Source: an optimization exercise on an open RTL-to-GDS flow (aim: small area, a short achievable clock period and few clock cycles per item). Production flows keep margins and buffers that such runs may drop. Where RTL was checked, it was by simulation tests only, not by an equivalence proof against the original. For runs 7 to 9, only the layout was checked, not whether the RTL still works. Power is estimated from default activity; no workload was simulated.

[design/flow/run.sh]
#!/bin/bash
# synth_recipe.tcl (not shown) runs the flow's synth.tcl, then flattens the netlist and writes it again
# the make line also repeats each setting of config.mk as NAME=value (left out here)
make -C /OpenROAD-flow-scripts/flow DESIGN_CONFIG=/design/flow/config.mk WORK_HOME=/design/flow/orfs CLKGATE_MAP_FILE= SYNTH_SCRIPT=/design/flow/synth_recipe.tcl finish
[design/flow/design.v]
module gear_param_sched #(
   parameter int GEAR_W      = 8,
   parameter int PARAM_W     = 40,
   parameter int DEPTH       = 32,
   parameter int STABLE_CNT  = 4,
   parameter int ACK_TIMEOUT = 1023,
   parameter logic [PARAM_W-1:0] PARAM_DEFAULT = '0
) (
   input  logic                     clk,
   input  logic                     rst_n,
   input  logic [GEAR_W-1:0]        gear_in,
   input  logic                     cfg_we,
   input  logic [$clog2(DEPTH)-1:0] cfg_addr,
   input  logic                     cfg_valid,
   input  logic [GEAR_W-1:0]        cfg_code,
   input  logic [PARAM_W-1:0]       cfg_param,
   output logic [PARAM_W-1:0]       param_out,
   output logic                     param_req,
   input  logic                     param_ack,
   output logic                     busy,
   output logic                     unknown_err,
   output logic                     timeout_err,
   input  logic                     err_clr
);
   localparam int IDX_W = $clog2(DEPTH);
   localparam int TMO_W = $clog2(ACK_TIMEOUT + 1);
   localparam int NTAP  = DEPTH / 2;
   logic [GEAR_W-1:0]  sync1_q, sync2_q, prev_q;
   logic [2:0]         stab_q, stab_d;
   logic               same, restart, ready;
   logic [DEPTH-1:0]   rv_q;
   logic [GEAR_W-1:0]  rc_q [DEPTH];
   logic [PARAM_W-1:0] rp_q [DEPTH];
   logic [IDX_W-1:0]   rot_q;
   logic               wpend_q, cmt_q;
   logic [IDX_W-1:0]   wa;
   logic               wv;
   logic               commit;
   logic [NTAP-1:0]    wrap_q;      
   logic [NTAP-1:0]    tmatch, tsel_d, tsel_q;
   logic               any_q;
   logic               best_f_q, best_b_q, take;
   logic [PARAM_W-1:0] best_p_q, cand_p;
   logic [TMO_W-1:0]   tmo_q;
   logic [PARAM_W-1:0] param_q;
   logic               req_q;
   logic               act_valid_q, miss_valid_q;
   logic [GEAR_W-1:0]  act_code_q, miss_code_q;
   logic               supp_q, dec_q;
   logic               unk_q, tmo_err_q;
   logic               go, hit, req_fall;
   assign wa      = act_code_q[IDX_W-1:0];
   assign wv      = act_code_q[IDX_W];
   assign commit  = wpend_q && (rot_q == {wa[3:0], wa[4]});
   assign same    = (sync2_q == prev_q);
   assign restart = !same || wpend_q || cmt_q;
   assign ready   = (stab_q == 3'd2) || (stab_q == 3'd3);
   always_comb begin
      if (restart)
         stab_d = 3'd0;
      else if (stab_q == 3'd3)
         stab_d = 3'd3;
      else
         stab_d = stab_q + 3'd1;
   end
   always_comb begin
      for (int j = 0; j < NTAP; j++)
         tmatch[j] = rv_q[2*j+1] && (rc_q[2*j+1] == sync2_q);
   end
   always_comb begin
      logic [NTAP-1:0] mw;
      logic            below, below_w, above_w;
      mw = tmatch & wrap_q;
      for (int j = 0; j < NTAP; j++) begin
         below   = 1'b0;
         below_w = 1'b0;
         above_w = 1'b0;
         for (int k = 0; k < NTAP; k++) begin
            if (k < j) below   = below | tmatch[k];
            if (k < j) below_w = below_w | mw[k];
            if (k > j) above_w = above_w | mw[k];
         end
         tsel_d[j] = tmatch[j] && (wrap_q[j] ? !below_w : !(below || above_w));
      end
   end
   always_comb begin
      cand_p = '0;
      for (int j = 0; j < NTAP; j++)
         cand_p = cand_p | ({PARAM_W{tsel_q[j]}} & rp_q[2*j]);
   end
   assign take = any_q && !wpend_q && (!best_f_q || (!rot_q[0] && best_b_q));
   assign go       = !req_q && ready && !restart && !supp_q && !dec_q;
   assign hit      = best_f_q;
   assign req_fall = req_q && (param_ack || (tmo_q == TMO_W'(ACK_TIMEOUT - 1)));
   always_ff @(posedge clk or negedge rst_n) begin
      if (!rst_n) begin
         sync1_q      <= '0;
         sync2_q      <= '0;
         prev_q       <= '0;
         stab_q       <= 3'd5;
         rv_q         <= '0;
         rot_q        <= '0;
         wrap_q       <= '0;
         wpend_q      <= 1'b0;
         cmt_q        <= 1'b0;
         best_f_q     <= 1'b0;
         param_q      <= PARAM_DEFAULT;
         req_q        <= 1'b0;
         act_valid_q  <= 1'b0;
         miss_valid_q <= 1'b0;
         supp_q       <= 1'b0;
         dec_q        <= 1'b0;
         unk_q        <= 1'b0;
         tmo_err_q    <= 1'b0;
      end else begin
         sync1_q <= gear_in;
         sync2_q <= sync1_q;
         prev_q  <= sync2_q;
         stab_q  <= stab_d;
         rot_q   <= rot_q + IDX_W'(1);
         if (rot_q == IDX_W'(DEPTH - 2))
            wrap_q <= '0;
         else if (!rot_q[0])
            wrap_q <= {1'b1, wrap_q[NTAP-1:1]};
         for (int p = 0; p < DEPTH - 1; p++)
            rv_q[p] <= rv_q[p+1];
         rv_q[DEPTH-1] <= commit ? wv : rv_q[0];
         if (cfg_we)
            wpend_q <= 1'b1;
         else if (commit)
            wpend_q <= 1'b0;
         cmt_q <= commit;
         if (restart)
            best_f_q <= 1'b0;
         else if (take)
            best_f_q <= 1'b1;
         supp_q <= (act_valid_q && (sync2_q == act_code_q)) ||
                   (miss_valid_q && (sync2_q == miss_code_q));
         dec_q  <= go;
         if (go) begin
            if (hit) begin
               req_q       <= 1'b1;
               act_valid_q <= 1'b1;
            end else begin
               miss_valid_q <= 1'b1;
            end
         end else if (req_fall) begin
            req_q <= 1'b0;
         end
         if (go && hit)
            param_q <= best_p_q;
         if (cfg_we) begin
            act_valid_q  <= 1'b0;
            miss_valid_q <= 1'b0;
         end
         unk_q     <= (go && !hit) || (unk_q && !err_clr);
         tmo_err_q <= (req_fall && !param_ack) || (tmo_err_q && !err_clr);
      end
   end
   always_ff @(posedge clk) begin
      if (go && hit)
         tmo_q <= '0;
      else if (req_q)
         tmo_q <= tmo_q + TMO_W'(1);
      if (cfg_we)
         act_code_q <= GEAR_W'({cfg_valid, cfg_addr});
      else if (go && hit)
         act_code_q <= sync2_q;
      if (cfg_we)
         miss_code_q <= cfg_code;
      else if (go && !hit)
         miss_code_q <= sync2_q;
      tsel_q <= tsel_d;
      any_q  <= |tmatch;
      if (take)
         best_b_q <= rot_q[0];
      if (cfg_we)
         best_p_q <= cfg_param;
      else if (take)
         best_p_q <= cand_p;
   end
   for (genvar p = 0; p < DEPTH; p++) begin : g_ring
      if (p == DEPTH - 1) begin : g_port
         always_ff @(posedge clk) begin
            rc_q[p] <= commit ? miss_code_q : rc_q[0];
            rp_q[p] <= commit ? best_p_q : rp_q[0];
         end
      end else begin : g_shift
         always_ff @(posedge clk) begin
            rc_q[p] <= rc_q[p+1];
            rp_q[p] <= rp_q[p+1];
         end
      end
   end
   assign param_out   = param_q;
   assign param_req   = req_q;
   assign busy        = req_q;
   assign unknown_err = unk_q;
   assign timeout_err = tmo_err_q;
endmodule
[design/flow/constraint.sdc]
create_clock -name core_clock -period 6.0 [get_ports {clk}]
set_input_delay 1.2000 -clock core_clock [delete_from_list [all_inputs] [get_ports {clk}]]
set_output_delay 1.2000 -clock core_clock [all_outputs]
set_load 0.01 [all_outputs]
[design/flow/config.mk]
export PLATFORM = sky130hd
export DESIGN_NAME = gear_param_sched
export DESIGN_NICKNAME = gear_param_sched
export VERILOG_FILES = /design/flow/design.v
export SDC_FILE = /design/flow/constraint.sdc
export NUM_CORES = 4
export LEC_CHECK = 0
export CAP_MARGIN = 20
export CORE_MARGIN = 2
export CORE_UTILIZATION = 45
export PLACE_DENSITY = 0.6
export SETUP_SLACK_MARGIN = 3.5
export SLEW_MARGIN = 20
==> results.toml, run 1 <==
[drt]
routed_wl_um = 104000
drtAntennaViolNets = 0
first_pass_iters = 7
viasPerCell = 4.96
drtIter0Drc = 1661
wl_per_cell_um = 21.7
drc_errors = 0
via_count = 23800

[floorplan]
coreArea_mm2 = 0.0986
initial_utilization = 0.455
die_w_um = 320
dieArea_mm2 = 0.102
die_y_um = 320
io-pin-count = 111
rows = 115

[synthesis]
synth_most_common_cell = "dfxtp_1"
synth_commonest_cells = "1,565 x dfxtp_1, 318 x nand2_1, 174 x a22oi_1"
synth-edff-count = 55
syn_inst = 3131
syn_area_mm2 = 0.0448
ys_ff_latch = 1750
yosys_warnings = 3
synth_cell_type_count = 64
yosysSeqAreaShare = 0.808
synthFlopType = "dfxtp_1"
synthTopCellsByArea = "dfxtp_1 70%, dfrtp_1 7.1%, edfxtp_1 3.7%"
ys_async_sr_fraction = 0.0743
syn_area_per_cell_um2 = 14.3
synth_fp_nets = 3204
synth_top_area_frac = 0.699
yosys.area.top_type = "dfxtp_1"

[power]
p_total_uw = 22800
ir_drop_v = 0.000275
leakagePower_uw = 0.0223
p_per_area_mw_per_mm2 = 426

[cts]
cts_tree = "done"
cts_buffers = 162
ctsHoldBuffers = 0
clock_latency_ns = 0.78
cts.clk_slew.worst_paths_ns = 0.06
root_buffer = "clkbuf_16"
cts_buffer_depth = 3
cts.sinks = 1750
cts_htree_levels = 4

[worst_setup_path]
start_kind = "register"
critPathKind = "reg2out"
crit_chain = "buf_6"
cp_top_family = "flip-flops"
slowest_delay_ns = 0.46
cp_slowest_cell = "dfrtp_2"
cp.required_ns = 4.80
worstPathMaxFanout = 2
worstPathArrival_ns = 1.39
worst_setup_path_end_kind = "primary output"
critPathBufInv = 1

[placement]
port-buffer-count = 110
place_congestion = 0.801
postPlaceCellArea_mm2 = 0.0472
dp_hpwl_um = 56100

[outcome]
status = "complete, no violations"

[grt]
grt_max_degree = 69
grt_pass1_vias = 25500
grt_pass1_wl_um = 155000
grt-ovfl-total = 0
antenna_found_initial = 1
grt_use_total = 0.201

[timing]
skew_ns = 0.0682
slew_headroom = 0.309
period_share = 0.431
period_minus_slack_ns = 2.59
finalHoldViolations = 0
hold_slack_ns = 0.287
rsz0062_at_grt = "yes"
finalMaxSlewViolations = 0
fin_tns_setup_ns = 0
max_freq_ghz = 0.386
tightest_slew_ns = 1.04
setup_viol = 0

[finish]
n_antenna_cell = 0
final_core_utilization = 0.544
nNetsFinal = 3448
areaGrowthSynthToFinish_pct = 19.6
design_area_mm2 = 0.0537
drive_gt1_frac = 0.138

[worst_hold_path]
hold_class = "reg2reg"

[flow_run]
maxCapViolCount = 0
==> state kept, by name, summed over array words and instances (netlist names), 10 cells and up <==
name and cells:
param_q 40, wrap_q 16, tsel_q 16, rv_q 32
tmo_q 10, rp_q 1280, rc_q 256, best_p_q 40
==> cells in the final DEF, fill, tap and decap left out, types with 59 or more instances in the layout <==
cell type | synthesis | final
dfxtp_1 | 1565 | 1549
nand2_1 | 318 | 316
a22oi_1 | 174 | 174
clkbuf_16 | 0 | 169
dfrtp_1 | 128 | 120
xor2_1 | 113 | 109
a22o_1 | 74 | 74
a221oi_1 | 73 | 73
buf_4 | 7 | 68
clkdlybuf4s50_1 | 0 | 64
nand4_1 | 59 | 59
==> report_power, final <==
group	total, uW	internal, uW	switching (uW)
combinational	307	132	175
sequential	12100	12000	139
clock	10400	5980	4440
==> final timing paths <==
path | slack (ns) | cells past startpoint | startpoint | endpoint
max reg2reg | 3.56 | 9 | sync2_q[7] | tsel_q[7]
min reg2reg | 0.29 | 0 | rp_q[25][31] | rp_q[24][31]
max | 3.41 | 1 | param_q[0] | param_out[0]
min in group asynchronous | 0.50 | 1 | rst_n | sync2_q[7]
min | 0.29 | 0 | rp_q[25][31] | rp_q[24][31]
max in group asynchronous | 4.41 | 2 | rst_n | param_q[22]
==> metal layers <==
metal / up-vias / wire length [um] / GRT usage
met5: - / 0 / 0
met4: 0 / 2850 / 0.0669
met3: 179 / 5630 / 0.0439
met2: 594 / 47900 / 0.322
met1: 11900 / 47800 / 0.271
li1: 11200 / - / -
==> per-stage QoR <==
stage                     std cells  worst slack [ns]
final                          4799              3.41
after global routing           4799              3.37
after CTS                      4768              3.37
after detailed placement       4441              2.45
after global placement         4441              2.52
after floorplan                3131              3.56
==> cells by family (layout without fill, tap and decap cells) <==
logic type                 count (synthesis)  in the layout  share of synthesized area
DFF                                     1750           1750                      0.808
AOI/OAI and AO/OA                        386            386                     0.0663
buffers and inverters                    166            547                     0.0178
muxes                                     28             28                    0.00661
adders and majority gates                  6              6                    0.00167
and+or+nand+nor                          629            629                     0.0667
xor gates and xnor gates                 166            166                     0.0328
==> final cells by class <==
| class | instances | area, um2 |
|---|---|---|
| Sequential cell | 1750 | 36300 |
| Fill cell | 7942 | 44900 |
| Inverter | 48 | 206 |
| Multi-Input combinational cell | 1215 | 8050 |
| Clock inverter | 58 | 795 |
| Clock buffer | 243 | 4840 |
| Tap cell | 1287 | 1610 |
| Timing Repair Buffer | 198 | 1860 |
==> what timing repair did <==
| item | 4_1_cts | 5_1_grt |
|---|---|---|
| pin swaps | 2 | 13 |
| cloned | 1 | 5 |
| endpoints found under the setup margin | 221 | 144 |
| setup buffers | 25 | 26 |
| gates resized for setup | 243 | 44 |
Testbench counts, summed over its fixed seeds: cycles 24,000, lookups 4,000.
==> run 2: changes to the inputs <==
--- a/design/flow/config.mk
+++ b/design/flow/config.mk
@@ -8,6 +8,8 @@
 export CAP_MARGIN = 20
 export CORE_MARGIN = 2
-export CORE_UTILIZATION = 45
-export PLACE_DENSITY = 0.6
+export CORE_UTILIZATION = 60
+export CTS_BUF_LIST = sky130_fd_sc_hd__clkbuf_8 sky130_fd_sc_hd__clkbuf_16
+export CTS_CLUSTER_SIZE = 30
+export PLACE_DENSITY = 0.7
 export SETUP_SLACK_MARGIN = 3.5
 export SLEW_MARGIN = 20
==> run 2 against run 1 <==
Synthesized cell count unchanged. Final cell count down 7.5%. Register-to-register slack hardly changed. Core utilization up 17 points. Clock power barely moved. Critical path type unchanged. Largest cell class unchanged.
==> results.toml, run 2 <==
[outcome]
status = "complete, no violations"

[floorplan]
dieArea_mm2 = 0.0769
die_w_um = 277
coreArea_mm2 = 0.0742
rows = 100
initial_utilization = 0.604
die_y_um = 277
io-pin-count = 111

[worst_setup_path]
start_kind = "register"
regToRegSetupSlack_ns = 3.56
critPathKind = "reg2out"
worstPathArrival_ns = 1.35
cp.required_ns = 4.80
critPathBufInv = 1
slowest_delay_ns = 0.44
crit_chain = "buf_2"
worst-r2r-cell-count = 8
r2r-end = "tsel_q[4]"
cp_top_family = "flip-flops"
worst_setup_path_end_kind = "primary output"
worstPathMaxFanout = 2
cp_slowest_cell = "dfrtp_1"
reg2reg_from = "sync2_q[5]"

[synthesis]
synth-edff-count = 55
yosys_warnings = 3
synth_cell_type_count = 64
ys_async_sr_fraction = 0.0743
synth_commonest_cells = "1,565 x dfxtp_1, 318 x nand2_1, 174 x a22oi_1"
yosysSeqAreaShare = 0.808
syn_area_mm2 = 0.0448
synth_most_common_cell = "dfxtp_1"
yosys.area.top_type = "dfxtp_1"
ys_ff_latch = 1750
synthFlopType = "dfxtp_1"
syn_inst = 3131
synth_fp_nets = 3204
syn_area_per_cell_um2 = 14.3
synth_top_area_frac = 0.699
synthTopCellsByArea = "dfxtp_1 70%, dfrtp_1 7.1%, edfxtp_1 3.7%"

[finish]
areaGrowthSynthToFinish_pct = 17.4
final_common_cell = "dfxtp_1"
nNetsFinal = 3412
n_antenna_cell = 0
final_cells = 4439
drive_gt1_frac = 0.126
final_core_utilization = 0.710
largest_register_ff_count = 1280
layout_common_cells = "1,549 x dfxtp_1, 316 x nand2_1, 174 x a22oi_1, 160 x clkbuf_16, 121 x dfrtp_1"
reg.largest.list = "rp_q (1280), rc_q (256)"
regMostFlops = "rp_q"

[timing]
fin_tns_setup_ns = 0
max_freq_ghz = 0.392
period_minus_slack_ns = 2.55
rsz0062_at_grt = "yes"
tightest_slew_ns = 1.15
skew_ns = 0.0318
hold_slack_ns = 0.303
setup_viol = 0
finalMaxSlewViolations = 0
finalHoldViolations = 0
period_share = 0.425
postLayoutSetupSlackWorst_ns = 3.45
slew_headroom = 0.232

[cts]
cts_buffer_depth = 3
cts_buffers = 156
cts_htree_levels = 4
clock_latency_ns = 0.76
ctsHoldBuffers = 0
cts_tree = "done"
root_buffer = "clkbuf_16"
cts.clk_slew.worst_paths_ns = 0.06
cts.sinks = 1750

[drt]
routed_wl_um = 101000
viasPerCell = 5.44
wl_per_cell_um = 22.8
drtIter0Drc = 1733
drc_errors = 0
first_pass_iters = 5
via_count = 24100
drtAntennaViolNets = 0

[power]
ir_drop_v = 0.000282
p_per_area_mw_per_mm2 = 432
leakagePower_uw = 0.0221

[grt]
antenna_found_initial = 3
grt-ovfl-total = 0
grt_pass1_vias = 25600
grt_max_degree = 73
grt_pass1_wl_um = 152000
grt_use_total = 0.264

[flow_run]
maxCapViolCount = 0

[worst_hold_path]
worstHoldEndpoint = "rp_q[22][16]"
hp-start = "rp_q[23][16]"
hold_class = "reg2reg"
min_path_cells = 0

[placement]
dp_hpwl_um = 54600
post-place-ws_ns = 2.77
place_inst = 4117
place_congestion = 0.841
port-buffer-count = 110
[run 2: power by group]
part | internal (uW) | switching [uW]
Sequential | 12000 | 130
Combinational | 123 | 171
Clock | 6060 | 4310
[run 2: kinds of logic after synthesis]
logic type,share of synthesized area
DFF,0.808
and+or+nand+nor,0.0667
AOI/OAI and AO/OA,0.0663
xor gates and xnor gates,0.0328
buffers and inverters,0.0178
muxes,0.00661
adders and majority gates,0.00167
[run 2: area by class of cell]
| class | instances | area [um2] |
|---|---|---|
| inverter | 48 | 181 |
| fill | 4922 | 21500 |
| multi-input combinational | 1215 | 7960 |
| tap | 969 | 1210 |
| clock buffer | 203 | 4600 |
| sequential | 1750 | 36300 |
| timing repair buffer | 168 | 1460 |
| clock inverter | 86 | 957 |
[run 2: metal layers]
metal,wire [um],track usage,part of all wire,vias up
li1,-,-,-,11100
met1,44100,0.355,0.44,12000
met2,46800,0.417,0.46,784
met3,6780,0.0599,0.067,240
met4,3620,0.107,0.036,2
met5,10,0,0.000099,-
[run 2: what timing repair did]
action,in CTS,in global routing
setup buffers,21,12
gates resized for setup,204,40
setup endpoints to repair,179,114
[run 2: stage by stage]
stage	power [uW]	instance area, um2
2_1_floorplan	12500	44800
3_3_place_gp	12600	46800
3_5_place_dp	12600	46800
4_1_cts	22800	52400
5_1_grt	23400	52700
6_report	22800	52700
[run 2: worst max-delay path by stage]
| stage | start | to | slack, ns | cells after the start |
|---|---|---|---|---|
| 6_report | param_q[37] | param_out[37] | 3.45 | 1 |
| 5_1_grt | sync2_q[2] | tsel_q[2] | 3.41 | 8 |
| 4_1_cts | param_q[35] | param_out[35] | 3.43 | 1 |
| 3_5_place_dp | sync2_q[2] | act_code_q[6] | 2.77 | 9 |
| 3_3_place_gp | sync2_q[2] | act_code_q[6] | 2.90 | 9 |
| 2_1_floorplan | cfg_we | best_p_q[0] | 3.56 | 3 |
==> run 3: changes to the inputs <==
--- a/design/flow/config.mk
+++ b/design/flow/config.mk
@@ -9,6 +9,6 @@
 export CORE_MARGIN = 2
 export CORE_UTILIZATION = 60
-export CTS_BUF_LIST = sky130_fd_sc_hd__clkbuf_8 sky130_fd_sc_hd__clkbuf_16
-export CTS_CLUSTER_SIZE = 30
+export CTS_CLUSTER_DIAMETER = 100
+export CTS_CLUSTER_SIZE = 25
 export PLACE_DENSITY = 0.7
 export SETUP_SLACK_MARGIN = 3.5
==> run 3 against run 2 <==
First-iteration DRC count down 0.87%. Still clean. Critical path type is now in2reg. Sequential share of layout area up 4.9 points. Die area unchanged. Clock skew down 0.010 ns. Final area down 6.6%. Worst hold slack better by 0.015 ns. Highest routed layer is now met4. Critical endpoint is now miss_code_q[0]. Core utilization down 4.7 points.
==> results.toml, run 3 <==
[outcome]
status = "complete, no violations"

[drt]
wl_per_cell_um = 22.8
via_count = 23300
viasPerCell = 5.46
routed_wl_um = 97400
drtAntennaViolNets = 0
drtIter0Drc = 1718
first_pass_iters = 5
drc_errors = 0

[placement]
port-buffer-count = 110
place_congestion = 0.841
dp_hpwl_um = 54600
post-place-ws_ns = 2.77

[finish]
layout_common_cells = "1,549 x dfxtp_1, 316 x nand2_1, 174 x a22oi_1, 123 x dfrtp_1, 113 x xor2_1"
multi_input_area_mm2 = 0.00792
final_common_cell = "dfxtp_1"
regMostFlops = "rp_q"
drive_gt1_frac = 0.0752
fillers = 5330
nNetsFinal = 3325
largest_register_ff_count = 1280
reg.largest.list = "rp_q (1280), rc_q (256)"
n_antenna_cell = 0
seq_area_mm2 = 0.0363
areaGrowthSynthToFinish_pct = 9.62

[synthesis]
synth_top_area_frac = 0.699
syn_area_mm2 = 0.0448
synth_commonest_cells = "1,565 x dfxtp_1, 318 x nand2_1, 174 x a22oi_1"
syn_inst = 3131
yosysSeqAreaShare = 0.808
synth_cell_type_count = 64
synthTopCellsByArea = "dfxtp_1 70%, dfrtp_1 7.1%, edfxtp_1 3.7%"
synthFlopType = "dfxtp_1"
yosys.area.top_type = "dfxtp_1"
ys_ff_latch = 1750
synth_fp_nets = 3204
syn_area_per_cell_um2 = 14.3
synth_most_common_cell = "dfxtp_1"
ys_async_sr_fraction = 0.0743
yosys_warnings = 3
synth-edff-count = 55

[cts]
root_buffer = "clkbuf_16"
cts_buffer_depth = 3
cts.clk_slew.worst_paths_ns = 0.10
cts_buffers = 79
clock_latency_ns = 0.65
cts.sinks = 1750
cts_tree = "done"
cts_htree_levels = 3

[power]
switching_share = 0.201
pwr-share-comb = 0.016
ir_drop_v = 0.000290
intPower_uw = 14600
p_clk_frac = 0.325
switchingPower_uw = 3680
p_per_area_mw_per_mm2 = 373
seqPwrFrac = 0.659
leakagePower_uw = 0.0202

[timing]
fin_tns_setup_ns = 0
skew_ns = 0.0218
rsz0062_at_grt = "yes"
max_freq_ghz = 0.405
setup_viol = 0
tightest_slew_ns = 1.13
period_share = 0.412
period_minus_slack_ns = 2.47
slew_headroom = 0.247
postLayoutSetupSlackWorst_ns = 3.53
finalMaxSlewViolations = 0
finalHoldViolations = 0

[floorplan]
dieArea_mm2 = 0.0769
io-pin-count = 111
coreArea_mm2 = 0.0742
rows = 100
initial_utilization = 0.604
die_y_um = 277
die_w_um = 277

[worst_setup_path]
cpMostUsedCell = "buf_4"
slowest_delay_ns = 0.71
worst_setup_path_end_kind = "register"
worstPathArrival_ns = 2.81
worst-r2r-cell-count = 8
cp.required_ns = 6.34
worstPathMaxFanout = 60
start_kind = "primary input"
crit_chain = "buf_4 > buf_4 > or2_2"
cp_slowest_cell = "buf_4"
critPathKind = "in2reg"

[flow_run]
maxCapViolCount = 0

[grt]
grt_pass1_wl_um = 147000
antenna_found_initial = 1
grt_use_total = 0.253
grt-ovfl-total = 0
grt_pass1_vias = 24100
grt_max_degree = 73

[worst_hold_path]
hold_class = "reg2reg"
min_path_cells = 0
==> run 3: worst max-delay path: cells and delay by family <==
kind / cells / cell delay [ns]
simple gates: 1 / 0.36
buf+inv: 2 / 1.22
==> run 3: worst paths after layout <==
kind                                  endpoint  slack, ns        from
worst max-delay path            miss_code_q[0]       3.53      cfg_we
worst min-delay path                rp_q[8][3]       0.32  rp_q[9][3]
worst max register to register       tsel_q[9]       3.53  sync2_q[7]
worst min register to register      rp_q[8][3]       0.32  rp_q[9][3]
max in group asynchronous             rot_q[0]       3.89       rst_n
min in group asynchronous           sync1_q[1]       0.57       rst_n
==> run 3: area by class of cell <==
cell class	instances	share of cell area
flip-flops and latches	1750	0.738
clock inverters	3	0.000687
well taps	969	0.0247
clock buffers	125	0.0450
inverters	48	0.00369
repair buffers	158	0.0267
multi-input cells	1215	0.161
==> run 3: metrics by stage <==
step           hold slack, ns  instances   util  area (um2)  total power, uW
5_1_grt                 0.323       4268  0.663       49200            18900
2_1_floorplan           0.310       3131      -       44800            12500
3_5_place_dp            0.312       4117  0.630       46800            12600
6_report                0.317       4268  0.663       49200            18300
4_1_cts                 0.322       4266  0.661       49000            18400
3_3_place_gp            0.310       4117  0.630       46800            12600
==> run 3: metal layers <==
layer,GRT usage,vias up,part of all wire
li1,-,10800,-
met1,0.353,11700,0.45
met2,0.405,673,0.46
met3,0.0470,155,0.059
met4,0.0743,0,0.028
met5,0,-,0
==> run 3: kinds of logic after synthesis <==
logic type	synth area share
mux	0.00661
compound gates	0.0663
xor+xnor	0.0328
simple gates	0.0667
buf+inv	0.0178
flops	0.808
fa+ha+maj	0.00167
==> run 3: power groups by stage <==
| stage | clock, uW | sequential (uW) | combinational (uW) |
|---|---|---|---|
| 3_5_place_dp | 0 | 12300 | 277 |
| 4_1_cts | 6050 | 12100 | 287 |
| 6_report | 5950 | 12100 | 289 |
| 3_3_place_gp | 0 | 12300 | 272 |
| 2_1_floorplan | 0 | 12300 | 161 |
| 5_1_grt | 6450 | 12100 | 315 |
==> run 3: timing repair <==
| item | 4_1_cts | 5_1_grt |
|---|---|---|
| resized for setup | 201 | 24 |
| setup buffers | 21 | 2 |
| setup endpoints to repair | 173 | 79 |
| hold buffers | 0 | 0 |
==> run 4: changes to the inputs <==
--- a/design/flow/config.mk
+++ b/design/flow/config.mk
@@ -6,9 +6,10 @@
 export NUM_CORES = 4
 export LEC_CHECK = 0
+export ABC_AREA = 1
 export CAP_MARGIN = 20
 export CORE_MARGIN = 2
 export CORE_UTILIZATION = 60
 export CTS_CLUSTER_DIAMETER = 100
-export CTS_CLUSTER_SIZE = 25
+export CTS_CLUSTER_SIZE = 30
 export PLACE_DENSITY = 0.7
 export SETUP_SLACK_MARGIN = 3.5
==> run 4 against run 3 <==
Global-route usage is 0.19 points higher. Clock power fell by 6.1%. Non-clock buffer count grew 20. Synthesized cell count grew 22%. Power is 2.1% lower. Largest power group unchanged. Still clean on timing, DRC and antenna. Via count increased by 12%. Critical path type unchanged. Sequential share of layout area shrank 2.2 points.
==> results.toml, run 4 <==
[flow_run]
maxCapViolCount = 0

[synthesis]
synth_cell_type_count = 65
yosys.area.top_type = "dfxtp_1"
synth_top_area_frac = 0.679
syn_inst = 3811
synth_commonest_cells = "1,565 x dfxtp_1, 938 x nand2_1, 145 x inv_1"
syn_area_mm2 = 0.0462
syn_area_per_cell_um2 = 12.1
synthFlopType = "dfxtp_1"
ys_ff_latch = 1750
synth_fp_nets = 3884
yosysSeqAreaShare = 0.785
synthTopCellsByArea = "dfxtp_1 68%, nand2_1 7.6%, dfrtp_1 6.9%"
yosys_warnings = 3
synth-edff-count = 55
synth_most_common_cell = "dfxtp_1"
ys_async_sr_fraction = 0.0743

[cts]
ctsHoldBuffers = 0
cts_htree_levels = 3
cts.sinks = 1750
cts_buffers = 68
cts_buffer_depth = 3
cts_tree = "done"
root_buffer = "clkbuf_16"
clock_latency_ns = 0.65
cts.clk_slew.worst_paths_ns = 0.11

[finish]
final_common_cell = "dfxtp_1"
nNetsFinal = 4010
largest_register_ff_count = 1280
regMostFlops = "rp_q"
n_antenna_cell = 0
areaGrowthSynthToFinish_pct = 9.75
fillers = 5692
layout_common_cells = "1,549 x dfxtp_1, 937 x nand2_1, 144 x inv_1, 135 x nor2_1, 121 x dfrtp_1"
reg.largest.list = "rp_q (1280), rc_q (256)"
drive_gt1_frac = 0.0735

[outcome]
status = "complete, no violations"

[worst_setup_path]
cp.required_ns = 6.29
critPathKind = "in2reg"
worstPathMaxFanout = 45
worstPathArrival_ns = 2.77
start_kind = "primary input"
worst_setup_path_end_kind = "register"

[timing]
finalHoldViolations = 0
period_minus_slack_ns = 2.48
rsz0062_at_grt = "yes"
finalMaxSlewViolations = 0
max_freq_ghz = 0.403
skew_ns = 0.0268
fin_tns_setup_ns = 0
tightest_slew_ns = 1.15
slew_headroom = 0.231
period_share = 0.414
setup_viol = 0

[grt]
grt_pass1_wl_um = 151000
grt_use_total = 0.255
antenna_found_initial = 0
grt_max_degree = 52
grt_pass1_vias = 25500
grt-ovfl-total = 0

[worst_hold_path]
hold_class = "reg2reg"

[power]
leakagePower_uw = 0.0210
p_per_area_mw_per_mm2 = 354
ir_drop_v = 0.000305
p_total_uw = 17900

[drt]
first_pass_iters = 5
wl_per_cell_um = 20.0
via_count = 26000
drtIter0Drc = 2035
routed_wl_um = 100000
drc_errors = 0
viasPerCell = 5.20
drtAntennaViolNets = 0

[floorplan]
rows = 101
die_y_um = 281
coreArea_mm2 = 0.0761
die_w_um = 281
initial_utilization = 0.607
io-pin-count = 111
dieArea_mm2 = 0.0792

[placement]
place_congestion = 0.849
dp_hpwl_um = 56800
port-buffer-count = 110
==> run 4: cell count changes after synthesis, moves of 58 or more <==
cell     change
inv_1       +98
a22oi_1    -174
nor2_1      +94
xor2_1      -74
nand2_1    +620
a21oi_1     +65
a22o_1      -58
o21ai_0     +62
==> run 4: through the flow <==
stage	instances	area, um2	worst slack, ns	utilization	hold WS [ns]
after floorplan	3811	46200	3.56	-	0.310
after global placement	4854	48100	2.52	0.633	0.310
after detailed placement	4854	48100	2.40	0.633	0.312
after CTS	4989	50400	3.50	0.662	0.316
after global routing	5005	50700	3.46	0.666	0.323
final	5005	50700	3.52	0.666	0.315
==> run 4: cell type report <==
class | count | area [um2] | area share
sequential | 1750 | 36300 | 0.716
multi-input combinational | 1783 | 8830 | 0.174
clock buffer | 103 | 1890 | 0.0372
timing repair buffer | 178 | 1650 | 0.0325
tap | 1030 | 1290 | 0.0254
inverter | 155 | 643 | 0.0127
clock inverter | 5 | 77.6 | 0.00153
timing repair inverter | 1 | 6.26 | 0.000124
==> run 4: kinds of logic after synthesis <==
kind of cell             after synthesis  synth area share
XOR/XNOR                              59            0.0112
buffers and inverters                281            0.0272
AND/OR/NAND/NOR                     1394             0.130
adder cells (fa/ha/maj)                6           0.00163
flip-flops                          1750             0.785
AO/OA/AOI/OAI                        321            0.0451
==> run 4: where the power goes <==
group | switching, uW | total [uW] | internal (uW)
combinational | 216 | 344 | 128
clock | 3350 | 5590 | 2240
sequential | 103 | 12000 | 11900
total | 3670 | 17900 | 14300
==> run 4: repair_timing <==
item | CTS | global route
resized for setup | 210 | 57
buffers inserted | 19 | 16
endpoints found under the hold margin | 0 | 0
endpoints found under the setup margin | 233 | 148
pin swaps | 6 | 5
cloned | 8 | 0
==> run 4: critical path, cell delays in order <==
cell,delay (ns)
buf_4,0.45
buf_4,0.52
or2_4,0.51
==> run 4: worst paths after layout <==
| check | depth (start not counted) | end | from | slack (ns) |
|---|---|---|---|---|
| worst max-delay path | 3 | best_p_q[28] | cfg_we | 3.52 |
| worst min-delay path | 0 | rc_q[23][2] | rc_q[24][2] | 0.31 |
| worst max register to register | 14 | tsel_q[14] | sync2_q[6] | 3.58 |
| worst min register to register | 0 | rc_q[23][2] | rc_q[24][2] | 0.31 |
| max in group asynchronous | 2 | req_q | rst_n | 4.32 |
| min in group asynchronous | 1 | rv_q[16] | rst_n | 0.52 |
==> run 4: per-layer routing <==
metal	GRT usage	vias up	share of wire
met4	0.0758	0	0.026
met2	0.405	694	0.46
li1	-	12600	-
met3	0.0336	156	0.055
met1	0.368	12600	0.46
met5	0	-	0
==> run 5: changes to the inputs <==
--- a/design/flow/config.mk
+++ b/design/flow/config.mk
@@ -6,11 +6,10 @@
 export NUM_CORES = 4
 export LEC_CHECK = 0
-export ABC_AREA = 1
 export CAP_MARGIN = 20
 export CORE_MARGIN = 2
-export CORE_UTILIZATION = 60
+export CORE_UTILIZATION = 75
 export CTS_CLUSTER_DIAMETER = 100
 export CTS_CLUSTER_SIZE = 30
-export PLACE_DENSITY = 0.7
+export PLACE_DENSITY = 0.85
 export SETUP_SLACK_MARGIN = 3.5
 export SLEW_MARGIN = 20
==> run 5 against run 4 <==
Final area is 3.2% lower. Sequential share of layout area is 2.4 points higher. Register-to-register slack worse by 0.13 ns. Clock skew is 0.013 ns higher. Die area is 22% lower. Highest routed layer is now met5. Core utilization is 16 points higher. Count of clock-buffer cells in the layout is 14 higher.
==> results.toml, run 5 <==
[placement]
dp_hpwl_um = 54800
place_congestion = 0.888
port-buffer-count = 110
postPlaceCellArea_mm2 = 0.0465
post-place-ws_ns = 2.89

[power]
ir_drop_v = 0.000364
p_clk_frac = 0.313
p_per_area_mw_per_mm2 = 369
seqPwrFrac = 0.670
intPower_uw = 14400
pwr-share-comb = 0.017
p_total_uw = 18100
switching_share = 0.203
switchingPower_uw = 3660
leakagePower_uw = 0.0203

[cts]
clock_latency_ns = 0.65
cts_htree_levels = 3
ctsHoldBuffers = 0
cts.sinks = 1750
cts_buffer_depth = 3
cts.clk_slew.worst_paths_ns = 0.10
root_buffer = "clkbuf_16"
cts_buffers = 68
cts_tree = "done"

[worst_setup_path]
critPathKind = "reg2reg"
start_kind = "register"
worst_setup_path_end_kind = "register"
cp.required_ns = 6.54
worstPathArrival_ns = 3.10
worstPathMaxFanout = 20

[timing]
setup_viol = 0
slew_headroom = 0.381
fin_tns_setup_ns = 0
finalMaxSlewViolations = 0
tightest_slew_ns = 0.928
skew_ns = 0.0401
period_share = 0.425
rsz0062_at_grt = "yes"
hold_slack_ns = 0.316
max_freq_ghz = 0.392
postLayoutSetupSlackWorst_ns = 3.45
finalHoldViolations = 0
period_minus_slack_ns = 2.55

[floorplan]
rows = 89
coreArea_mm2 = 0.0590
initial_utilization = 0.760
die_y_um = 249
io-pin-count = 111
die_w_um = 249
dieArea_mm2 = 0.0618

[synthesis]
syn_area_mm2 = 0.0448
ys_async_sr_fraction = 0.0743
ys_ff_latch = 1750
yosys_warnings = 3
syn_inst = 3131
yosys.area.top_type = "dfxtp_1"
yosysSeqAreaShare = 0.808
synth-edff-count = 55
synth_top_area_frac = 0.699
synthFlopType = "dfxtp_1"
synth_fp_nets = 3204
synth_cell_type_count = 64
synth_most_common_cell = "dfxtp_1"
synth_commonest_cells = "1,565 x dfxtp_1, 318 x nand2_1, 174 x a22oi_1"
synthTopCellsByArea = "dfxtp_1 70%, dfrtp_1 7.1%, edfxtp_1 3.7%"
syn_area_per_cell_um2 = 14.3

[grt]
grt_pass1_wl_um = 154000
antenna_found_initial = 2
grt_pass1_vias = 26000
grt_use_total = 0.329
grt-ovfl-total = 0
grt_max_degree = 77

[finish]
largest_register_ff_count = 1280
final_common_cell = "dfxtp_1"
layout_common_cells = "1,549 x dfxtp_1, 316 x nand2_1, 174 x a22oi_1, 119 x dfrtp_1, 107 x xor2_1"
nNetsFinal = 3332
areaGrowthSynthToFinish_pct = 9.32
reg.largest.list = "rp_q (1280), rc_q (256)"
regMostFlops = "rp_q"
n_antenna_cell = 0
drive_gt1_frac = 0.0826
design_area_mm2 = 0.0490

[drt]
wl_per_cell_um = 25.3
drc_errors = 0
via_count = 24800
drtIter0Drc = 2157
viasPerCell = 6.08
routed_wl_um = 103000
first_pass_iters = 6
drtAntennaViolNets = 0

[outcome]
status = "complete, no violations"

[worst_hold_path]
hold_class = "reg2reg"

[flow_run]
maxCapViolCount = 0
==> run 5: cell types whose count changed in the layout (fill, tap and decap cells not counted), sizes merged, moves of 25 or more <==
cell / change
a21oi: -67
a22o: +58
a22oi: +174
inv: -107
nand2: -622
nand3: -46
nand4: -52
nor2: -107
nor3: +25
o21ai: -67
xnor2: +31
xor2: +76
==> run 5: metrics by stage <==
| stage | instances | util |
|---|---|---|
| final | 4080 | 0.831 |
| after global routing | 4080 | 0.831 |
| after CTS | 4068 | 0.827 |
| after detailed placement | 3920 | 0.788 |
| after global placement | 3920 | 0.788 |
| after floorplan | 3131 | - |
==> run 5: power by group through the flow <==
stage	Sequential, uW	Clock [uW]	Combinational, uW
5_1_grt	12100	6080	331
6_report	12100	5660	309
3_3_place_gp	12300	0	259
4_1_cts	12100	5670	293
2_1_floorplan	12300	0	161
3_5_place_dp	12400	0	270
==> run 5: cell families after synthesis <==
group                    Yosys count  share of synthesized area
flip-flops                      1750                      0.808
AND/OR/NAND/NOR                  629                     0.0667
AO/OA/AOI/OAI                    386                     0.0663
XOR/XNOR                         166                     0.0328
buffers and inverters            166                     0.0178
multiplexers                      28                    0.00661
adder cells (fa/ha/maj)            6                    0.00167
==> run 5: worst max-delay path, stage by stage, from the launching register on <==
cell and delay [ns]:
dfrtp_2 0.46, buf_12 0.19, xor2_2 0.25, nor3_1 0.10
or4b_4 0.22, nand4_1 0.22, buf_4 0.23, nor4_2 0.42
nand3_1 0.14, a21boi_0 0.21
==> run 5: per-layer routing <==
metal / share of wire / GRT usage / vias up
met2: 0.48 / 0.541 / 1193
met1: 0.40 / 0.432 / 12400
met4: 0.046 / 0.147 / 2
met5: 0.00015 / 0 / -
met3: 0.070 / 0.0574 / 362
li1: - / - / 10900
==> run 5: final timing paths <==
kind / start / to / slack [ns] / depth (start not counted)
hold reg to reg: rc_q[22][6] / rc_q[21][6] / 0.32 / 0
max in group asynchronous: rst_n / rot_q[0] / 3.99 / 2
setup / recovery: sync2_q[4] / tsel_q[11] / 3.45 / 9
min in group asynchronous: rst_n / sync2_q[1] / 0.61 / 1
setup reg to reg: sync2_q[4] / tsel_q[11] / 3.45 / 9
hold / removal: rc_q[22][6] / rc_q[21][6] / 0.32 / 0
==> run 5: area by class of cell <==
type | count | area (um2)
Fill cell | 2819 | 10000
Multi-Input combinational cell | 1216 | 8040
Sequential cell | 1750 | 36300
Timing Repair Buffer | 175 | 1530
Clock inverter | 1 | 20.0
Clock buffer | 117 | 1990
Tap cell | 773 | 967
Inverter | 48 | 180
==> run 5: what timing repair did <==
item,CTS,global route
endpoints found under the setup margin,200,91
cloned,2,1
resized for setup,201,41
setup buffers,28,11
pin swaps,2,6
==> run 6: changes to the inputs <==
--- a/design/flow/config.mk
+++ b/design/flow/config.mk
@@ -8,8 +8,8 @@
 export CAP_MARGIN = 20
 export CORE_MARGIN = 2
-export CORE_UTILIZATION = 75
+export CORE_UTILIZATION = 60
 export CTS_CLUSTER_DIAMETER = 100
 export CTS_CLUSTER_SIZE = 30
-export PLACE_DENSITY = 0.85
+export PLACE_DENSITY = 0.7
 export SETUP_SLACK_MARGIN = 3.5
 export SLEW_MARGIN = 20
==> run 6 against run 5 <==
Still clean on timing, DRC and antenna. Critical path depth fell by 8. Combinational power fell by 5%. Global-route usage fell by 7.7 points. Critical path type is now reg2out.
==> results.toml, run 6 <==
[outcome]
status = "complete, no violations"

[timing]
fin_tns_setup_ns = 0
setup_viol = 0
finalMaxSlewViolations = 0
max_freq_ghz = 0.404
period_share = 0.412
period_minus_slack_ns = 2.47
hold_slack_ns = 0.308
finalHoldViolations = 0
rsz0062_at_grt = "yes"
skew_ns = 0.0290
tightest_slew_ns = 1.18
slew_headroom = 0.213
postLayoutSetupSlackWorst_ns = 3.53

[drt]
via_count = 23200
wl_per_cell_um = 22.8
viasPerCell = 5.45
first_pass_iters = 5
dr_wl_met3_um = 6510
routed_wl_um = 97100
drc_errors = 0
dr_wl_met2_um = 44500
wl_met1_um = 43400
drtIter0Drc = 1716
drtAntennaViolNets = 0
top_layer_used = "met4"

[cts]
clock_latency_ns = 0.65
cts_buffers = 68
cts_buffer_depth = 3
ctsHoldBuffers = 0
cts_htree_levels = 3
cts.sinks = 1750
cts_tree = "done"
cts.clk_slew.worst_paths_ns = 0.11
root_buffer = "clkbuf_16"

[worst_setup_path]
critPathKind = "reg2out"
critPathBufInv = 1
crit_path_start = "param_q[0]"
slowest_delay_ns = 0.45
crit_chain = "buf_2"
worst_setup_path_end_kind = "primary output"
reg2reg_from = "tsel_q[4]"
cp_top_family = "flip-flops"
worstPathArrival_ns = 1.27
start_kind = "register"
cp.required_ns = 4.80
worstPathMaxFanout = 2
cp_slowest_cell = "dfrtp_1"

[grt]
grt_pass1_vias = 24000
grt-ovfl-total = 0
grt_pass1_wl_um = 146000
grt_max_degree = 73
grt_use_total = 0.251
antenna_found_initial = 2

[synthesis]
synthFlopType = "dfxtp_1"
synth_top_area_frac = 0.699
synth_most_common_cell = "dfxtp_1"
syn_area_per_cell_um2 = 14.3
synth_fp_nets = 3204
synth_cell_type_count = 64
synthTopCellsByArea = "dfxtp_1 70%, dfrtp_1 7.1%, edfxtp_1 3.7%"
yosysSeqAreaShare = 0.808
synth-edff-count = 55
synth_commonest_cells = "1,565 x dfxtp_1, 318 x nand2_1, 174 x a22oi_1"
syn_inst = 3131
ys_async_sr_fraction = 0.0743
ys_ff_latch = 1750
yosys_warnings = 3
syn_area_mm2 = 0.0448
yosys.area.top_type = "dfxtp_1"

[finish]
drive_gt1_frac = 0.0751
nNetsFinal = 3317
largest_register_ff_count = 1280
reg.largest.list = "rp_q (1280), rc_q (256)"
final_common_cell = "dfxtp_1"
areaGrowthSynthToFinish_pct = 9.39
layout_common_cells = "1,549 x dfxtp_1, 316 x nand2_1, 174 x a22oi_1, 122 x dfrtp_1, 112 x xor2_1"
regMostFlops = "rp_q"

[floorplan]
io-pin-count = 111
dieArea_mm2 = 0.0769
initial_utilization = 0.604
coreArea_mm2 = 0.0742
die_w_um = 277
rows = 100
die_y_um = 277

[power]
leakagePower_uw = 0.0202
p_per_area_mw_per_mm2 = 368
ir_drop_v = 0.000289

[placement]
post-place-ws_ns = 2.77
port-buffer-count = 110
dp_hpwl_um = 54600
place_congestion = 0.841

[worst_hold_path]
hold_class = "reg2reg"
hp-start = "rc_q[14][7]"

[flow_run]
maxCapViolCount = 0
## run 6: cell families after synthesis
logic type	after synthesis	synth area share
and+or+nand+nor	629	0.0667
adders and majority gates	6	0.00167
muxes	28	0.00661
DFF	1750	0.808
AOI/OAI and AO/OA	386	0.0663
buffers and inverters	166	0.0178
xor gates and xnor gates	166	0.0328
## run 6: through the flow
| stage | power, uW | area, um2 | cells | util |
|---|---|---|---|---|
| after floorplan | 12500 | 44800 | 3131 | - |
| after global placement | 12600 | 46800 | 4117 | 0.630 |
| after detailed placement | 12600 | 46800 | 4117 | 0.630 |
| after CTS | 18100 | 48800 | 4253 | 0.658 |
| after global routing | 18600 | 49100 | 4258 | 0.661 |
| final | 18000 | 49100 | 4259 | 0.661 |
## run 6: what timing repair did
action,4_1_cts,5_1_grt
gates cloned,0,0
gates resized for setup,202,39
pin swaps,0,5
buffers inserted,21,5
endpoints found under the setup margin,179,69
## run 6: path summary, 6_finish.rpt
check | cells past startpoint | slack [ns] | endpoint
worst max-delay path | 1 | 3.53 | param_out[0]
worst min-delay path | 0 | 0.31 | rc_q[13][7]
worst max register to register | 6 | 3.56 | best_p_q[20]
worst min register to register | 0 | 0.31 | rc_q[13][7]
max in group asynchronous | 2 | 3.88 | rot_q[0]
min in group asynchronous | 1 | 0.60 | sync1_q[6]
## run 6: final cells by class
cell class	instances	area, um2
antenna	1	2.50
clock buffer	111	1950
clock inverter	4	68.8
fill	5354	25100
inverter	48	181
multi-input combinational	1215	7990
sequential	1750	36300
tap	969	1210
timing repair buffer	161	1360
## run 6: layer usage
metal / vias up / global-route usage
li1: 10800 / -
met1: 11600 / 0.354
met2: 672 / 0.399
met3: 170 / 0.0462
met4: 0 / 0.0771
met5: - / 0
## run 6: power breakdown
part	total [uW]	switching [uW]	internal (uW)
Sequential	12100	126	12000
Combinational	293	170	123
Clock	5650	3360	2290
==> run 7: changes to the inputs <==
--- a/design/flow/design.v
+++ b/design/flow/design.v
@@ -47,7 +47,6 @@
    logic               act_valid_q, miss_valid_q;
    logic [GEAR_W-1:0]  act_code_q, miss_code_q;
-   logic               supp_q, dec_q;
    logic               unk_q, tmo_err_q;
-   logic               go, hit, req_fall;
+   logic               supp, go, hit, req_fall;
    assign wa      = act_code_q[IDX_W-1:0];
    assign wv      = act_code_q[IDX_W];
@@ -90,5 +89,7 @@
    end
    assign take = any_q && !wpend_q && (!best_f_q || (!rot_q[0] && best_b_q));
-   assign go       = !req_q && ready && !restart && !supp_q && !dec_q;
+   assign supp     = (act_valid_q && (prev_q == act_code_q)) ||
+                     (miss_valid_q && (prev_q == miss_code_q));
+   assign go       = !req_q && ready && !restart && !supp;
    assign hit      = best_f_q;
    assign req_fall = req_q && (param_ack || (tmo_q == TMO_W'(ACK_TIMEOUT - 1)));
@@ -109,6 +110,4 @@
          act_valid_q  <= 1'b0;
          miss_valid_q <= 1'b0;
-         supp_q       <= 1'b0;
-         dec_q        <= 1'b0;
          unk_q        <= 1'b0;
          tmo_err_q    <= 1'b0;
@@ -135,7 +134,4 @@
          else if (take)
             best_f_q <= 1'b1;
-         supp_q <= (act_valid_q && (sync2_q == act_code_q)) ||
-                   (miss_valid_q && (sync2_q == miss_code_q));
-         dec_q  <= go;
          if (go) begin
             if (hit) begin
==> run 7 against run 6 <==
Core utilization grew 0.64 points. Clock skew fell by 0.0010 ns. Register-to-register slack got worse by 0.11 ns. Largest cell class unchanged. Final cell count shrank 1.7%. Routed wire length is 2.2% lower. Sequential share of layout area fell by 0.70 points. Synthesized cell count shrank 3.3%. Power is essentially flat. Final area rose by 0.80%. Fmax is 3.2% lower. Worst setup slack worse by 0.082 ns. Critical endpoint is now tsel_q[3]. Critical path type is now reg2reg. Sequential cell count down 2. Still clean.
==> results.toml, run 7 <==
[outcome]
status = "complete, no violations"

[power]
leakagePower_uw = 0.0200
ir_drop_v = 0.000288
p_per_area_mw_per_mm2 = 365

[worst_setup_path]
critPathKind = "reg2reg"
cp.required_ns = 6.57
reg2reg_from = "sync2_q[5]"
regToRegSetupSlack_ns = 3.45
worstPathMaxFanout = 19
slowest_delay_ns = 0.54
worst-r2r-cell-count = 8
start_kind = "register"
path_depth = 8
critPathBufInv = 1
cp_slowest_cell = "or4b_4"
crit_chain = "buf_12 > xor2_1 > nor4_4 > nand4_2 > o221ai_2 > or4b_4 > or4b_1 > a21boi_1"
crit_path_start = "sync2_q[5]"
r2r-end = "tsel_q[3]"
worstPathArrival_ns = 3.12
cp_top_family = "simple AND/OR/NAND/NOR gates"
setup.worst_path.end = "tsel_q[3]"
worst_setup_path_end_kind = "register"

[finish]
layout_common_cells = "1,549 x dfxtp_1, 201 x nand2_1, 180 x a22oi_1, 122 x dfrtp_1, 121 x xnor2_1"
drive_gt1_frac = 0.0967
final_common_cell = "dfxtp_1"
reg.largest.list = "rp_q (1280), rc_q (256)"
fillers = 5170
regMostFlops = "rp_q"
areaGrowthSynthToFinish_pct = 10.6
nNetsFinal = 3248
largest_register_ff_count = 1280

[timing]
hold_slack_ns = 0.313
slew_headroom = 0.290
rsz0062_at_grt = "yes"
period_minus_slack_ns = 2.55
finalMaxSlewViolations = 0
setup_viol = 0
max_freq_ghz = 0.391
finalHoldViolations = 0
period_share = 0.426
skew_ns = 0.0279
fin_tns_setup_ns = 0
tightest_slew_ns = 1.07

[grt]
grt-ovfl-total = 0
grt_use_total = 0.245
grt_pass1_wl_um = 143000
antenna_found_initial = 0
grt_pass1_vias = 23500
grt_max_degree = 88

[cts]
ctsHoldBuffers = 0
cts.sinks = 1748
cts_tree = "done"
clock_latency_ns = 0.66
cts_buffers = 68
root_buffer = "clkbuf_16"
cts_buffer_depth = 3
cts.clk_slew.worst_paths_ns = 0.10
cts_htree_levels = 3

[flow_run]
maxCapViolCount = 0

[drt]
drtIter0Drc = 1502
wl_per_cell_um = 22.7
viasPerCell = 5.48
first_pass_iters = 8
drtAntennaViolNets = 0
drc_errors = 0
routed_wl_um = 94900
via_count = 23000

[placement]
dp_hpwl_um = 53000
place_congestion = 0.838
port-buffer-count = 110

[synthesis]
synthTopCellsByArea = "dfxtp_1 70%, dfrtp_1 7.1%, edfxtp_1 3.7%"
synth_fp_nets = 3100
yosysSeqAreaShare = 0.810
synth_commonest_cells = "1,565 x dfxtp_1, 202 x nand2_1, 180 x a22oi_1"
ys_async_sr_fraction = 0.0732
ys_ff_latch = 1748
synth_top_area_frac = 0.701
syn_inst = 3027
syn_area_per_cell_um2 = 14.8
synth-edff-count = 55
yosys_warnings = 3
synthFlopType = "dfxtp_1"
yosys.area.top_type = "dfxtp_1"
synth_most_common_cell = "dfxtp_1"
synth_cell_type_count = 71
syn_area_mm2 = 0.0447

[floorplan]
coreArea_mm2 = 0.0741
io-pin-count = 111
initial_utilization = 0.603
rows = 100
dieArea_mm2 = 0.0767
die_w_um = 277
die_y_um = 277

[worst_hold_path]
hold_class = "reg2reg"
-- run 7: changes by cell type in the layout (fill, tap and decap cells not counted), moves of 9 or more --
cell / change
nand2_1: -115
xor2_1: -77
xnor2_1: +70
mux2_1: +28
buf_4: +18
nor2_1: -14
nor4_1: -9
-- run 7: worst min-delay path by stage --
stage / start / to / cells past startpoint
global route: rc_q[14][1] / rc_q[13][1] / 0
CTS: rc_q[14][1] / rc_q[13][1] / 0
detailed placement: rp_q[9][4] / rp_q[8][4] / 0
floorplan: rc_q[12][0] / rc_q[11][0] / 0
finish: rc_q[14][1] / rc_q[13][1] / 0
global placement: rc_q[16][7] / rc_q[15][7] / 0
-- run 7: cells by family after synthesis --
family                   count (synthesis)  share of synthesized area
AO/OA/AOI/OAI                          401                     0.0690
flip-flops                            1748                      0.810
AND/OR/NAND/NOR                        477                     0.0535
XOR/XNOR                               166                     0.0325
buffers and inverters                  160                     0.0168
adder cells (fa/ha/maj)                  6                    0.00168
multiplexers                            69                     0.0169
-- run 7: power breakdown --
group / total, uW / switching, uW / internal (uW)
registers: 12100 / 127 / 11900
logic: 318 / 177 / 141
clock network: 5640 / 3350 / 2280
total: 18000 / 3660 / 14400
-- run 7: worst reg2reg max path, cell delays in order, from the launching register on --
cell and delay (ns):
dfrtp_1 0.41, buf_12 0.18, xor2_1 0.30, nor4_4 0.12
nand4_2 0.15, o221ai_2 0.15, or4b_4 0.55, or4b_1 0.49
a21boi_1 0.14
-- run 7: metal layers --
metal	GRT usage	wire [um]	vias to the layer above	part of all wire
met4	0.0654	1980	0	0.021
li1	-	-	10600	-
met5	0	0	-	0
met3	0.0339	4900	139	0.052
met1	0.355	44200	11600	0.47
met2	0.390	43800	600	0.46
-- run 7: area by class of cell --
class	instances	area, um2	share of cell area
sequential	1748	36200	0.733
multi-input combinational	1121	8100	0.164
clock buffer	107	1930	0.0391
timing repair buffer	189	1710	0.0346
tap	969	1210	0.0245
inverter	47	179	0.00362
clock inverter	4	75.1	0.00152
antenna	1	2.50	0.0000506
-- run 7: through the flow --
stage          setup WS (ns)  instance area (um2)   util  std cells  power, uW
2_1_floorplan           3.53                44700      -       3027      12400
3_3_place_gp            2.05                46600  0.630       4015      12600
3_5_place_dp            1.86                46600  0.630       4015      12600
4_1_cts                 3.46                49000  0.662       4154      18100
5_1_grt                 3.35                49400  0.668       4185      18600
6_report                3.45                49400  0.668       4186      18000
-- run 7: what timing repair did --
item | CTS | global route
setup buffers | 27 | 26
gates resized for setup | 228 | 44
pin swaps | 12 | 13
cloned | 1 | 5
setup endpoints to repair | 137 | 75
==> run 8: changes to the inputs <==
--- a/design/flow/config.mk
+++ b/design/flow/config.mk
@@ -12,4 +12,4 @@
 export CTS_CLUSTER_SIZE = 30
 export PLACE_DENSITY = 0.7
-export SETUP_SLACK_MARGIN = 3.5
+export SETUP_SLACK_MARGIN = 3.8
 export SLEW_MARGIN = 20
==> run 8 against run 7 <==
Combinational power up 2%. Via count up 0.73%. First-iteration DRC count up 17%. Sequential share of layout area down 1.3 points. Area after synthesis unchanged. Core utilization up 1.3 points. Register-to-register slack worse by 0.08 ns. Non-clock buffer count up 46. Routed wire length up 3.2%. Still clean.
==> results.toml, run 8 <==
[outcome]
status = "complete, no violations"

[placement]
postPlaceCellArea_mm2 = 0.0467
port-buffer-count = 110
place_congestion = 0.869
post-place-ws_ns = 2.11
dp_hpwl_um = 54700

[timing]
max_freq_ghz = 0.380
skew_ns = 0.0324
hold_slack_ns = 0.315
setup_viol = 0
fin_tns_setup_ns = 0
finalHoldViolations = 0
rsz0062_at_grt = "yes"
tightest_slew_ns = 0.958
period_share = 0.439
slew_headroom = 0.361
period_minus_slack_ns = 2.63
finalMaxSlewViolations = 0
postLayoutSetupSlackWorst_ns = 3.37

[synthesis]
synth-edff-count = 55
ys_ff_latch = 1748
yosysSeqAreaShare = 0.810
ys_async_sr_fraction = 0.0732
syn_inst = 3027
yosys.area.top_type = "dfxtp_1"
yosys_warnings = 3
synth_cell_type_count = 71
synthFlopType = "dfxtp_1"
synth_fp_nets = 3100
syn_area_mm2 = 0.0447
synth_most_common_cell = "dfxtp_1"
synthTopCellsByArea = "dfxtp_1 70%, dfrtp_1 7.1%, edfxtp_1 3.7%"
syn_area_per_cell_um2 = 14.8
synth_top_area_frac = 0.701
synth_commonest_cells = "1,565 x dfxtp_1, 202 x nand2_1, 180 x a22oi_1"

[drt]
first_pass_iters = 5
drtIter0Drc = 1757
via_count = 23100
drtAntennaViolNets = 0
routed_wl_um = 97900
drc_errors = 0
wl_per_cell_um = 23.1
viasPerCell = 5.46

[finish]
drive_gt1_frac = 0.127
seq_area_mm2 = 0.0362
layout_common_cells = "1,549 x dfxtp_1, 201 x nand2_1, 180 x a22oi_1, 118 x dfrtp_1, 110 x xnor2_1"
fillers = 5050
reg.largest.list = "rp_q (1280), rc_q (256)"
final_common_cell = "dfxtp_1"
multi_input_area_mm2 = 0.00850
areaGrowthSynthToFinish_pct = 12.7
regMostFlops = "rp_q"
nNetsFinal = 3295
n_antenna_cell = 0
largest_register_ff_count = 1280
design_area_mm2 = 0.0504

[worst_hold_path]
hold_class = "reg2reg"

[grt]
antenna_found_initial = 0
grt_pass1_vias = 24000
grt_use_total = 0.253
grt_pass1_wl_um = 147000
grt_max_degree = 90
grt-ovfl-total = 0

[power]
p_per_area_mw_per_mm2 = 357
leakagePower_uw = 0.0205
p_clk_frac = 0.311
ir_drop_v = 0.000256
switching_share = 0.202
switchingPower_uw = 3640
seqPwrFrac = 0.671
pwr-share-comb = 0.018
intPower_uw = 14400

[worst_setup_path]
cp.required_ns = 6.56
critPathKind = "reg2reg"
cp_top_family = "simple AND/OR/NAND/NOR gates"
worst_setup_path_end_kind = "register"
worstPathArrival_ns = 3.20
slowest_delay_ns = 0.54
start_kind = "register"
cpMostUsedCell = "or4b_4"
crit_chain = "buf_12 > xnor2_2 > nand4_1 > nor4_4 > nor3b_4 > or4b_4 > or4b_4 > a21boi_2"
cp_slowest_cell = "dfrtp_4"
critPathBufInv = 1
worstPathMaxFanout = 5

[floorplan]
die_y_um = 277
io-pin-count = 111
rows = 100
initial_utilization = 0.603
coreArea_mm2 = 0.0741
dieArea_mm2 = 0.0767
die_w_um = 277

[cts]
clock_latency_ns = 0.65
cts.sinks = 1748
cts_buffer_depth = 3
cts_tree = "done"
cts.clk_slew.worst_paths_ns = 0.11
ctsHoldBuffers = 0
root_buffer = "clkbuf_16"
cts_htree_levels = 3
cts_buffers = 68

[flow_run]
maxCapViolCount = 0
## run 8: repair_timing
| item | in CTS | in global routing |
|---|---|---|
| buffers inserted | 65 | 29 |
| cloned | 6 | 1 |
| pin swaps | 28 | 26 |
| gates resized for setup | 333 | 72 |
| setup endpoints to repair | 249 | 166 |
## run 8: logic make-up (layout without fill, tap and decap cells)
family,count (synthesis),in the layout,synth area share
simple gates,477,480,0.0535
xor+xnor,166,166,0.0325
fa+ha+maj,6,6,0.00168
flops,1748,1748,0.810
compound gates,401,401,0.0690
buf+inv,160,396,0.0168
mux,69,69,0.0169
## run 8: final cells by class
type / instances / share of cell area
multi-input cells: 1122 / 0.169
clock inverters: 5 / 0.00159
well taps: 969 / 0.0241
flip-flops and latches: 1748 / 0.719
repair buffers: 235 / 0.0447
clock buffers: 109 / 0.0381
inverters: 47 / 0.00360
## run 8: metal layers
layer  wire, um  track usage  up-vias
li1           -            -    10700
met1      43400        0.351    11600
met2      46700        0.411      599
met3       4920       0.0396      170
met4       2930       0.0833        0
met5          0            0        -
## run 8: power groups by stage
stage / Sequential, uW / Combinational [uW] / Clock, uW
finish: 12100 / 323 / 5600
detailed placement: 12300 / 283 / 0
global placement: 12300 / 279 / 0
CTS: 12100 / 321 / 5670
global route: 12100 / 348 / 6090
floorplan: 12300 / 169 / 0
## run 8: worst paths after layout
| path | start | to | slack, ns | cells past startpoint |
|---|---|---|---|---|
| setup / recovery | sync2_q[5] | tsel_q[3] | 3.37 | 8 |
| hold / removal | rp_q[7][3] | rp_q[6][3] | 0.31 | 0 |
| setup reg to reg | sync2_q[5] | tsel_q[3] | 3.37 | 8 |
| hold reg to reg | rp_q[7][3] | rp_q[6][3] | 0.31 | 0 |
| max in group asynchronous | rst_n | param_q[3] | 4.17 | 2 |
| min in group asynchronous | rst_n | sync2_q[1] | 0.61 | 1 |
## run 8: metrics by stage
step                 util  std cells  total power, uW
detailed placement  0.630       4020            12600
global route        0.680       4235            18500
CTS                 0.673       4205            18100
floorplan               -       3027            12500
finish              0.680       4235            18000
global placement    0.630       4020            12600
==> run 9: changes to the inputs <==
--- a/design/flow/design.v
+++ b/design/flow/design.v
@@ -69,16 +69,15 @@
    always_comb begin
       logic [NTAP-1:0] mw;
-      logic            below, below_w, above_w;
-      mw = tmatch & wrap_q;
+      logic            any_w, below, below_w;
+      mw    = tmatch & wrap_q;
+      any_w = |mw;
       for (int j = 0; j < NTAP; j++) begin
          below   = 1'b0;
          below_w = 1'b0;
-         above_w = 1'b0;
-         for (int k = 0; k < NTAP; k++) begin
-            if (k < j) below   = below | tmatch[k];
-            if (k < j) below_w = below_w | mw[k];
-            if (k > j) above_w = above_w | mw[k];
+         for (int k = 0; k < j; k++) begin
+            below   = below | tmatch[k];
+            below_w = below_w | mw[k];
          end
-         tsel_d[j] = tmatch[j] && (wrap_q[j] ? !below_w : !(below || above_w));
+         tsel_d[j] = tmatch[j] && !(wrap_q[j] ? below_w : (below || any_w));
       end
    end
--- a/design/flow/config.mk
+++ b/design/flow/config.mk
@@ -12,4 +12,4 @@
 export CTS_CLUSTER_SIZE = 30
 export PLACE_DENSITY = 0.7
-export SETUP_SLACK_MARGIN = 3.8
+export SETUP_SLACK_MARGIN = 3.5
 export SLEW_MARGIN = 20
==> run 9 against run 8 <==
Still clean. Register-to-register slack better by 0.16 ns. Largest cell class unchanged. Power down 0.39%. Combinational power down 2%. Critical path depth up 1. Synthesized cell count up 0.20%.
==> results.toml, run 9 <==
[synthesis]
syn_area_mm2 = 0.0446
syn_area_per_cell_um2 = 14.7
synth_cell_type_count = 52
synth_fp_nets = 3106
synthFlopType = "dfxtp_1"
yosys.area.top_type = "dfxtp_1"
synth_commonest_cells = "1,565 x dfxtp_1, 201 x nand2_1, 176 x a22oi_1"
synth_top_area_frac = 0.703
yosysSeqAreaShare = 0.812
ys_async_sr_fraction = 0.0732
synthTopCellsByArea = "dfxtp_1 70%, dfrtp_1 7.1%, edfxtp_1 3.7%"
yosys_warnings = 3
syn_inst = 3033
ys_ff_latch = 1748
synth_most_common_cell = "dfxtp_1"
synth-edff-count = 55

[floorplan]
die_w_um = 277
coreArea_mm2 = 0.0733
die_y_um = 277
dieArea_mm2 = 0.0765
rows = 99
initial_utilization = 0.608
io-pin-count = 111

[timing]
tightest_slew_ns = 0.951
period_minus_slack_ns = 2.47
setup_viol = 0
fin_tns_setup_ns = 0
skew_ns = 0.0316
finalMaxSlewViolations = 0
period_share = 0.412
rsz0062_at_grt = "yes"
slew_headroom = 0.366
postLayoutSetupSlackWorst_ns = 3.53
finalHoldViolations = 0
max_freq_ghz = 0.405

[power]
p_per_area_mw_per_mm2 = 365
ir_drop_v = 0.000266
leakagePower_uw = 0.0198

[placement]
place_congestion = 0.802
dp_hpwl_um = 51600
port-buffer-count = 110
post-place-ws_ns = 2.44

[drt]
drc_errors = 0
routed_wl_um = 92600
drtAntennaViolNets = 0
drtIter0Drc = 1768
via_count = 22800
wl_per_cell_um = 22.1
first_pass_iters = 5
viasPerCell = 5.45

[worst_setup_path]
start_kind = "register"
cp.required_ns = 6.59
regToRegSetupSlack_ns = 3.53
worstPathMaxFanout = 20
critPathKind = "reg2reg"
worst_setup_path_end_kind = "register"
worstPathArrival_ns = 3.06

[finish]
nNetsFinal = 3261
largest_register_ff_count = 1280
final_core_utilization = 0.670
final_common_cell = "dfxtp_1"
areaGrowthSynthToFinish_pct = 10.1
regMostFlops = "rp_q"
reg.largest.list = "rp_q (1280), rc_q (256)"
drive_gt1_frac = 0.0972
n_antenna_cell = 0
layout_common_cells = "1,549 x dfxtp_1, 199 x nand2_1, 175 x a22oi_1, 125 x xnor2_1, 124 x dfrtp_1"

[cts]
clock_latency_ns = 0.65
cts_tree = "done"
cts_htree_levels = 3
cts_buffer_depth = 3
cts.clk_slew.worst_paths_ns = 0.11
root_buffer = "clkbuf_16"
cts_buffers = 68
cts.sinks = 1748

[grt]
use_met3 = 0.0363
grt-ovfl-total = 0
grt_pass1_vias = 23400
busiest_layer = "met2"
grtUsageMet2 = 0.391
grt_max_degree = 80
grt_pass1_wl_um = 141000
grtUsageMet1 = 0.338
antenna_found_initial = 3
grt_use_total = 0.240

[worst_hold_path]
hold_class = "reg2reg"

[outcome]
status = "complete, no violations"

[flow_run]
maxCapViolCount = 0
## run 9: cell count changes in the layout (fill, tap and decap cells not counted), moves of 7 or more
cell,before,now
buf_2,30,43
mux2_4,34,0
buf_6,48,6
nor3_4,8,1
xnor2_1,110,125
nor3_1,43,51
xnor2_2,10,0
nor2_1,26,36
nand3_1,51,69
nand3_2,9,1
a21boi_0,0,7
mux2_2,18,53
## run 9: cell type report
class	count	area (um2)
Sequential cell	1748	36200
Fill cell	5194	24200
Timing Repair Buffer	202	1700
Multi-Input combinational cell	1126	7850
Clock buffer	108	1870
Tap cell	959	1200
Inverter	42	160
Clock inverter	6	88.8
## run 9: kinds of logic after synthesis
logic type	after synthesis	synth area share
AO/OA/AOI/OAI	391	0.0673
adder cells (fa/ha/maj)	6	0.00168
flip-flops	1748	0.812
multiplexers	70	0.0172
XOR/XNOR	169	0.0332
buffers and inverters	159	0.0151
AND/OR/NAND/NOR	490	0.0540
## run 9: power by group
group	switching (uW)	total, uW	internal [uW]	leakage (uW)
sequential	128	12100	11900	0.0149
combinational	165	315	150	0.00402
clock	3330	5540	2220	0.000935
## run 9: worst max-delay path, cell delays in order, from the launching register on
cell and delay (ns):
dfrtp_1 0.36, buf_8 0.22, xor2_1 0.19, nor3_1 0.11, and4_1 0.23, or4_4 0.57
nor4_4 0.16, buf_6 0.17, and4_4 0.22, o2111a_1 0.18
## run 9: timing repair
action                                 in CTS  in global routing
gates resized for setup                   208                 26
buffers inserted                           15                 54
pin swaps                                   5                  9
endpoints found under the hold margin       0                  0
hold buffers                                0                  0
setup endpoints to repair                 169                 61
## run 9: per-stage QoR
| step | total power, uW | hold WS [ns] | instances | cell area (um2) |
|---|---|---|---|---|
| detailed placement | 12600 | 0.312 | 4008 | 46600 |
| global placement | 12600 | 0.310 | 4008 | 46600 |
| global route | 18500 | 0.331 | 4191 | 49100 |
| floorplan | 12400 | 0.310 | 3033 | 44600 |
| CTS | 18000 | 0.320 | 4137 | 48600 |
| finish | 17900 | 0.320 | 4191 | 49100 |
## run 9: path summary, 6_finish.rpt
| kind | from | endpoint | depth (start not counted) |
|---|---|---|---|
| min | rp_q[17][3] | rp_q[16][3] | 0 |
| max reg2reg | sync2_q[7] | tsel_q[15] | 9 |
| min reg2reg | rp_q[17][3] | rp_q[16][3] | 0 |
| max in group asynchronous | rst_n | param_q[29] | 2 |
| min in group asynchronous | rst_n | rv_q[17] | 1 |
| max | sync2_q[7] | tsel_q[15] | 9 |
## run 9: routing by layer
layer	wire length, um	vias up
met2	43200	608
met4	2410	4
met1	42100	11400
met5	27	-
li1	-	10600
met3	4890	170
